Background: an optimization exercise with open tools, aiming at small area. Do not read the settings as production practice.
Only simulation tests tie the RTL to the original design; equivalence was not proved.
Power figures rest on the tool's default switching activity, not on a simulated workload.

==> flow/design.v <==
module conv_input_cache (
	input  logic                           clk,
	input  logic                           rst_n,
	input  logic [1:0]                     cmd,
	input  logic [32-1:0]            pixel_in,
	output logic [1:0]                     ack,
	output logic [6-1:0]             rom_addr,
	output logic [(8 - 3 + 1)*32-1:0]  out_window,
	output logic                           out_valid
);
	localparam int PW = 32;
	localparam int ROW_BITS = 8 * 32;
	localparam int WB = (8 - 3 + 1) * 32;
	localparam logic [1:0] M_IDLE = 2'd0;
	localparam logic [1:0] M_PRE = 2'd1;
	localparam logic [1:0] M_SHIFT = 2'd2;
	localparam logic [1:0] M_LOAD = 2'd3;
	logic [1:0] mode;
	logic [3:0] cnt;      
	logic [2:0] tl;       
	logic [2:0] old;      
	logic [2:0] sel;      
	logic bias;           
	logic [2:0] ld, rot, en, hd;
	logic idle, shift, rd, row_done, cmd_done;
	logic [1:0] mode_n;
	logic [2:0] old_n, show, turn, ld_n, rot_n;
	assign idle = (mode == M_IDLE);
	assign shift = (mode == M_SHIFT);
	assign rd = mode[0];
	assign row_done = rd && (rom_addr[2:0] == 3'd7);
	always_comb begin
		case (mode)
			M_PRE: cmd_done = row_done && cnt[1];
			M_LOAD: cmd_done = row_done;
			M_SHIFT: cmd_done = cnt[3] && cnt[0];
			default: cmd_done = 1'b0;
		endcase
		mode_n = idle ? cmd : (cmd_done ? M_IDLE : mode);
		old_n = row_done ? {old[1:0], old[2]} : old;
		ld_n = {3{mode_n[0]}} & old_n;
	end
	always_comb begin
		show = ({3{cnt < 4'd3}} & old)
			| ({3{cnt >= 4'd3 && cnt < 4'd6}} & {old[1:0], old[2]})
			| ({3{cnt >= 4'd6 && cnt < 4'd9}} & {old[0], old[2:1]});
		turn[0] = shift && (cnt <= 4'd7);
		turn[1] = (shift && (cnt >= 4'd3)) || (tl == 3'd1);
		turn[2] = (shift && (cnt >= 4'd6)) || ((tl != 3'd0) && (tl <= 3'd4));
		rot_n = ({3{turn[0]}} & old)
			| ({3{turn[1]}} & {old[1:0], old[2]})
			| ({3{turn[2]}} & {old[0], old[2:1]});
	end
	always_ff @(posedge clk or negedge rst_n) begin
		if (!rst_n) begin
			mode <= M_IDLE;
			ack <= 2'd0;
			rom_addr <= '0;
			tl <= 3'd0;
			old <= 3'b001;
			ld <= 3'b000;
			rot <= 3'b000;
			en <= 3'b000;
			hd <= 3'b000;
		end else begin
			ack <= cmd_done ? mode : 2'd0;
			mode <= mode_n;
			if (rd)
				rom_addr <= rom_addr + 1'b1;
			if (shift && cmd_done)
				tl <= 3'd1;
			else if (tl != 3'd0)
				tl <= (tl == 3'd5) ? 3'd0 : tl + 1'b1;
			old <= old_n;
			ld <= ld_n;
			rot <= rot_n;
			en <= ld_n | rot_n;
			hd <= ~(ld_n | rot_n);
		end
	end
	always_ff @(posedge clk or negedge rst_n) begin
		if (!rst_n) begin
			cnt <= 4'd0;
			sel <= 3'b000;
		end else begin
			if (idle)
				cnt <= 4'd0;
			else if (shift || row_done)
				cnt <= cnt + 1'b1;
			sel <= shift ? show : 3'b000;
		end
	end
	logic [ROW_BITS-1:0] row0, row1, row2;
	function automatic logic [ROW_BITS-1:0] row_next(
		input logic [ROW_BITS-1:0] q,
		input logic [PW-1:0] pix,
		input logic l, r, e, h
	);
		row_next[ROW_BITS-PW-1:0] = ({(ROW_BITS-PW){e}} & q[ROW_BITS-1:PW])
			| ({(ROW_BITS-PW){h}} & q[ROW_BITS-PW-1:0]);
		row_next[ROW_BITS-1:ROW_BITS-PW] = ({PW{l}} & pix)
			| ({PW{r}} & q[PW-1:0])
			| ({PW{h}} & q[ROW_BITS-1:ROW_BITS-PW]);
	endfunction
	always_ff @(posedge clk) begin
		row0 <= row_next(row0, pixel_in, ld[0], rot[0], en[0], hd[0]);
		row1 <= row_next(row1, pixel_in, ld[1], rot[1], en[1], hd[1]);
		row2 <= row_next(row2, pixel_in, ld[2], rot[2], en[2], hd[2]);
	end
	assign bias = (tl == 3'd1);
	assign out_valid = (sel != 3'b000) || bias;
	assign out_window = ({WB{sel[0]}} & row0[WB-1:0])
		| ({WB{sel[1]}} & row1[WB-1:0])
		| ({WB{sel[2]}} & row2[WB-1:0])
		| ({WB{bias}} & {(8 - 3 + 1){32'h3F80_0000}});
endmodule
==> flow/config.mk <==
export PLATFORM = sky130hd
export DESIGN_NAME = conv_input_cache
export DESIGN_NICKNAME = conv_input_cache
export VERILOG_FILES = /design/flow/design.v
export SDC_FILE = /design/flow/constraint.sdc
export NUM_CORES = 4
export LEC_CHECK = 0
export CAP_MARGIN = 20
export CORE_MARGIN = 2
export CORE_UTILIZATION = 40
export SLEW_MARGIN = 20
==> flow/constraint.sdc <==
create_clock -name core_clock -period 4.0 [get_ports {clk}]
set_input_delay 0.8000 -clock core_clock [delete_from_list [all_inputs] [get_ports {clk}]]
set_output_delay 0.8000 -clock core_clock [all_outputs]
set_load 0.01 [all_outputs]
standard.sh (not shown) runs the stock make flow with config.mk's settings and CLKGATE_MAP_FILE= SYNTH_SCRIPT=/design/flow/synth_recipe.tcl, a recipe that flattens the netlist after the stock synthesis.
==> flow/flow/run.sh <==
#!/bin/bash
# Standard ORFS layout, with the port buffers made as buf_1 cells and a
# clock tree of clkbuf_16 cells, each driving up to 30 registers, without
# dummy loads.
cd "$(dirname "$0")/.."
export BUFFER_PORTS_ARGS="-buffer_cell sky130_fd_sc_hd__buf_1"
export CTS_ARGS="-sink_clustering_enable -repair_clock_nets -dont_use_dummy_load -buf_list {sky130_fd_sc_hd__clkbuf_16} -sink_clustering_size 30 -sink_clustering_max_diameter 80"
bash standard.sh > standard.log 2>&1
The first run finished with timing, DRC and antenna clean.
Change:
--- a/flow/design.v
+++ b/flow/design.v
@@ -77,19 +77,14 @@
 			en <= ld_n | rot_n;
 			hd <= ~(ld_n | rot_n);
 		end
 	end
-	always_ff @(posedge clk or negedge rst_n) begin
-		if (!rst_n) begin
+	always_ff @(posedge clk) begin
+		if (idle)
 			cnt <= 4'd0;
-			sel <= 3'b000;
-		end else begin
-			if (idle)
-				cnt <= 4'd0;
-			else if (shift || row_done)
-				cnt <= cnt + 1'b1;
-			sel <= shift ? show : 3'b000;
-		end
+		else if (shift || row_done)
+			cnt <= cnt + 1'b1;
+		sel <= shift ? show : 3'b000;
 	end
 	logic [ROW_BITS-1:0] row0, row1, row2;
 	function automatic logic [ROW_BITS-1:0] row_next(
 		input logic [ROW_BITS-1:0] q,
Effect: The new run finished with timing, DRC and antenna clean. Area after synthesis is about the same. Worst hold slack degrades by 0.097 ns. Worst setup slack is better by 0.11 ns. Total power barely changes. Core utilization hardly moves. Design area hardly moves.

## static timing again, ports no longer ideal
How much do the figures lean on ideal ports? The routed layouts below were timed once more, with nothing changed but the port constraints. Step 1 assumes that a clkbuf_16 drives the clock port and a buf_2 every other input. Step 2 also shifts input and output timing later by t, the mid clock arrival at the registers, as if the neighbouring blocks saw the same clock. Slacks: ideal ports / drivers / drivers and shift; pairs: ideal ports / drivers.
| run | t (ns) | setup WS [ns] | hold WS [ns] | worst slew at a driven data input, ns |
|---|---|---|---|---|
| the first run | 0.629 | 0.480 / 0.417 / 1.047 | 0.332 / 0.293 / 0.431 | 0.12 |
| the second run | 0.625 | 0.594 / 0.532 / 1.157 | 0.235 / 0.198 / 0.435 | 0.12 |
After both steps setup and hold are still met in every run listed.
